This design comes from an exercise in tuning for small area, a short achievable clock period and few clock cycles on the open sky130 flow, not from production work.
RTL that was checked went through simulation tests only; none was proved equivalent to the original.

P:
==> flow/design.v (excerpt) <==
module sgd_dot_product (
    input  logic                             clk,
    input  logic                             rst_n,
    input  logic                             started,
    input  logic [sgd_pkg::CFG_W-1:0]        number_of_epochs,
    input  logic [sgd_pkg::CFG_W-1:0]        number_of_samples,
    input  logic [sgd_pkg::CFG_W-1:0]        dimension,
    input  logic [sgd_pkg::CFG_W-1:0]        number_of_bits,
    input  logic [sgd_pkg::A_WORD_W-1:0]     dispatch_axb_a_data,
    input  logic                             dispatch_axb_a_wr_en,
    output logic                             dispatch_axb_a_almost_full,
    input  logic [sgd_pkg::CREDIT_W-1:0]     x_wr_credit_counter,
    output logic [sgd_pkg::X_ADDR_W-1:0]     x_rd_addr,
    input  logic [sgd_pkg::X_WORD_W-1:0]     x_rd_data,
    output logic [sgd_pkg::NUM_BANKS*sgd_pkg::DOT_W-1:0] dot_product,   
    output logic [sgd_pkg::NUM_BANKS-1:0]    dot_product_valid
);
For scale: about 3600 cells after synthesis, roughly 490 I/O pins.
==> module dot_control, before the edit <==
module dot_control (
    input  logic                          clk,
    input  logic                          rst_n,
    input  logic                          started,
    input  logic [sgd_pkg::CFG_W-1:0]     number_of_epochs,
    input  logic [sgd_pkg::CFG_W-1:0]     number_of_samples,
    input  logic [sgd_pkg::CFG_W-1:0]     dimension,
    input  logic [sgd_pkg::CFG_W-1:0]     number_of_bits,
    input  logic [sgd_pkg::CREDIT_W-1:0]  x_wr_credit_counter,
    input  logic                          wr_en,
    output logic                          almost_full,
    output logic                          accept,
    output logic [sgd_pkg::X_ADDR_W-1:0]  x_rd_addr,
    output logic [sgd_pkg::BIT_IDX_W-1:0] word_bit,     
    output logic                          word_first,   
    output logic                          word_last     
);
    logic                  running;
    logic                  busy;        
    logic [BIT_IDX_W-1:0]  bit_idx;
    logic [X_ADDR_W-1:0]   chunk_idx;
    logic [GROUP_W-1:0]    group_left;  
    logic [EPOCH_W-1:0]    epoch_left;  
    logic [CREDIT_W-1:0]   credit_idx;  
    logic [BIT_IDX_W-1:0]  bits_last;
    logic [X_ADDR_W-1:0]   chunks_last;
    logic [8:0]            dim_m1;
    logic                  last_bit;
    logic                  last_chunk;
    logic                  last_group;
    logic                  last_epoch;
    logic                  end_group;
    logic                  end_job;
    logic                  empty_job;
    logic [CREDIT_W-1:0]   credit_next;
    assign bits_last   = number_of_bits[BIT_IDX_W-1:0] - 1'b1;   
    assign dim_m1      = dimension[8:0] - 1'b1;
    assign chunks_last = dim_m1[8:3];
    assign empty_job   = (number_of_epochs[EPOCH_W-1:0] == '0) || (number_of_samples == '0);
    assign last_bit   = (bit_idx == bits_last);
    assign last_chunk = (chunk_idx == chunks_last);
    assign last_group = (group_left == GROUP_W'(1));
    logic [GROUP_W-1:0] group_dec;
    logic [GROUP_W:0]   group_borrow;
    assign group_borrow[0] = 1'b1;
    for (genvar i = 0; i < GROUP_W; i++)
    begin : g_dec
        assign group_dec[i]      = group_left[i] ^ group_borrow[i];
        assign group_borrow[i+1] = group_borrow[i] & !group_left[i];
    end
    assign last_epoch = (epoch_left == EPOCH_W'(1));
    assign accept    = wr_en && !almost_full;
    assign end_group = accept && last_bit && last_chunk;
    assign end_job   = end_group && last_group && last_epoch;
    assign credit_next = end_group ? credit_idx + 1'b1 : credit_idx;
    assign x_rd_addr  = chunk_idx;   
    assign word_bit   = bit_idx;
    assign word_first = (bit_idx == '0) && (chunk_idx == '0);
    assign word_last  = last_bit && last_chunk;
    always_ff @(posedge clk)
    begin
        if (!rst_n)
        begin
            busy        <= 1'b0;
            running     <= 1'b0;
            almost_full <= 1'b1;
            bit_idx     <= '0;
            chunk_idx   <= '0;
            group_left  <= '0;
            epoch_left  <= '0;
            credit_idx  <= '0;
        end
        else
        begin
            if (!busy)
            begin
                if (started)
                begin
                    busy        <= 1'b1;
                    group_left  <= number_of_samples[CFG_W-1:1];
                    epoch_left  <= number_of_epochs[EPOCH_W-1:0];
                    running     <= !empty_job;
                    almost_full <= empty_job || (x_wr_credit_counter == '0);
                end
            end
            else
            begin
                almost_full <= !running || end_job || (x_wr_credit_counter == credit_next);
                if (end_job)
                    running <= 1'b0;
            end
            credit_idx <= credit_next;
            if (accept)
            begin
                bit_idx <= last_bit ? '0 : bit_idx + 1'b1;
                if (last_bit)
                begin
                    chunk_idx <= last_chunk ? '0 : chunk_idx + 1'b1;
                    if (last_chunk)
                    begin
                        group_left <= last_group ? number_of_samples[CFG_W-1:1] : group_dec;
                        if (last_group)
                            epoch_left <= epoch_left - 1'b1;
                    end
                end
            end
        end
    end
endmodule
Settings: LEC_CHECK=0, CAP_MARGIN=20, CORE_MARGIN=2, CORE_UTILIZATION=50, SETUP_SLACK_MARGIN=2.5, SLEW_MARGIN=20, SYNTH_HIERARCHICAL=1, SYNTH_MINIMUM_KEEP_SIZE=0, BUFFER_PORTS_ARGS=-buffer_cell sky130_fd_sc_hd__buf_1; clock period 5.0 ns.
standard.sh (not shown) runs the stock make flow with config.mk's settings and CLKGATE_MAP_FILE= SYNTH_SCRIPT=/design/flow/synth_recipe.tcl, a recipe that flattens the netlist after the stock synthesis.
==> flow/flow/run.sh <==
#!/bin/bash
# The standard layout (standard.sh, the standard flow's own ORFS flow), except that
# the port buffers are the plain sky130_fd_sc_hd__buf_1 rather than the
# buffer_ports default (a delay buffer); every port still gets one.
set -euo pipefail
echo 'export BUFFER_PORTS_ARGS = -buffer_cell sky130_fd_sc_hd__buf_1' >> config.mk
export BUFFER_PORTS_ARGS="-buffer_cell sky130_fd_sc_hd__buf_1"
cp standard.sh standard_sh.txt
bash standard.sh > standard.log 2>&1
No crash in P: every stage finished, but the layout fails its final checks due to setup timing.
Changes in Q relative to P:
-- flow/design.v --
<<< P, line 59
    assign last_chunk = (chunk_idx == chunks_last);
    assign last_group = (group_left == GROUP_W'(1));
    logic [GROUP_W-1:0] group_dec;
    logic [GROUP_W:0]   group_borrow;
    assign group_borrow[0] = 1'b1;
    for (genvar i = 0; i < GROUP_W; i++)
    begin : g_dec
        assign group_dec[i]      = group_left[i] ^ group_borrow[i];
        assign group_borrow[i+1] = group_borrow[i] & !group_left[i];
    end
    assign last_epoch = (epoch_left == EPOCH_W'(1));
    assign accept    = wr_en && !almost_full;
>>> Q, line 59
    assign last_chunk = (chunk_idx == chunks_last);
    assign last_group = (group_left == GROUP_W'(1));
    assign last_epoch = (epoch_left == EPOCH_W'(1));
    assign accept    = wr_en && !almost_full;
<<< P, line 117
                    if (last_chunk)
                    begin
                        group_left <= last_group ? number_of_samples[CFG_W-1:1] : group_dec;
                        if (last_group)
                            epoch_left <= epoch_left - 1'b1;
>>> Q, line 109
                    if (last_chunk)
                    begin
                        group_left <= last_group ? number_of_samples[CFG_W-1:1] : group_left - 1'b1;
                        if (last_group)
                            epoch_left <= epoch_left - 1'b1;
==> summary.txt <==
Post-route standard cell area excluding fillers on Q is behind P.
Q against P: overall die area dropped 1.0%; setup slack climbed 2.34 ns; global router's overall resource usage climbed 4.6 points; final non-filler cell total climbed 2.8%.
Q has completed all stages; timing, DRC and antenna checks passed.
Diff P -> Q: final worst-path cycle share shows a reduction of 47 points; worst hold slack has increased.
Testbench counts of Q, summed over its fixed seeds: cycles 30,616.
For P, only the layout was checked, not whether the RTL still works.

-- separate check: timing with driven ports --
No port has a modelled driver above. Below, the same layouts with a new extraction and two added sets of constraints.
Step 1 assumes that a clkbuf_16 drives the clock port and a buf_2 every other input.
Step 2 also shifts input and output timing later by t, the mid clock arrival at the registers, as if the neighbouring blocks saw the same clock.
a / b / c = ideal / step 1 / step 2; a / b = the first two.
run	t (ns)	setup slack, ns	hold slack, ns
P	0.663	-0.378 / -0.378 / -0.378	0.315 / 0.315 / 0.315
Q	0.653	1.965 / 1.965 / 1.342	0.325 / 0.325 / 0.325
For Q, which loses most, drivers alone change the setup slack by 0.000 ns; drivers and shift together by -0.623 ns.
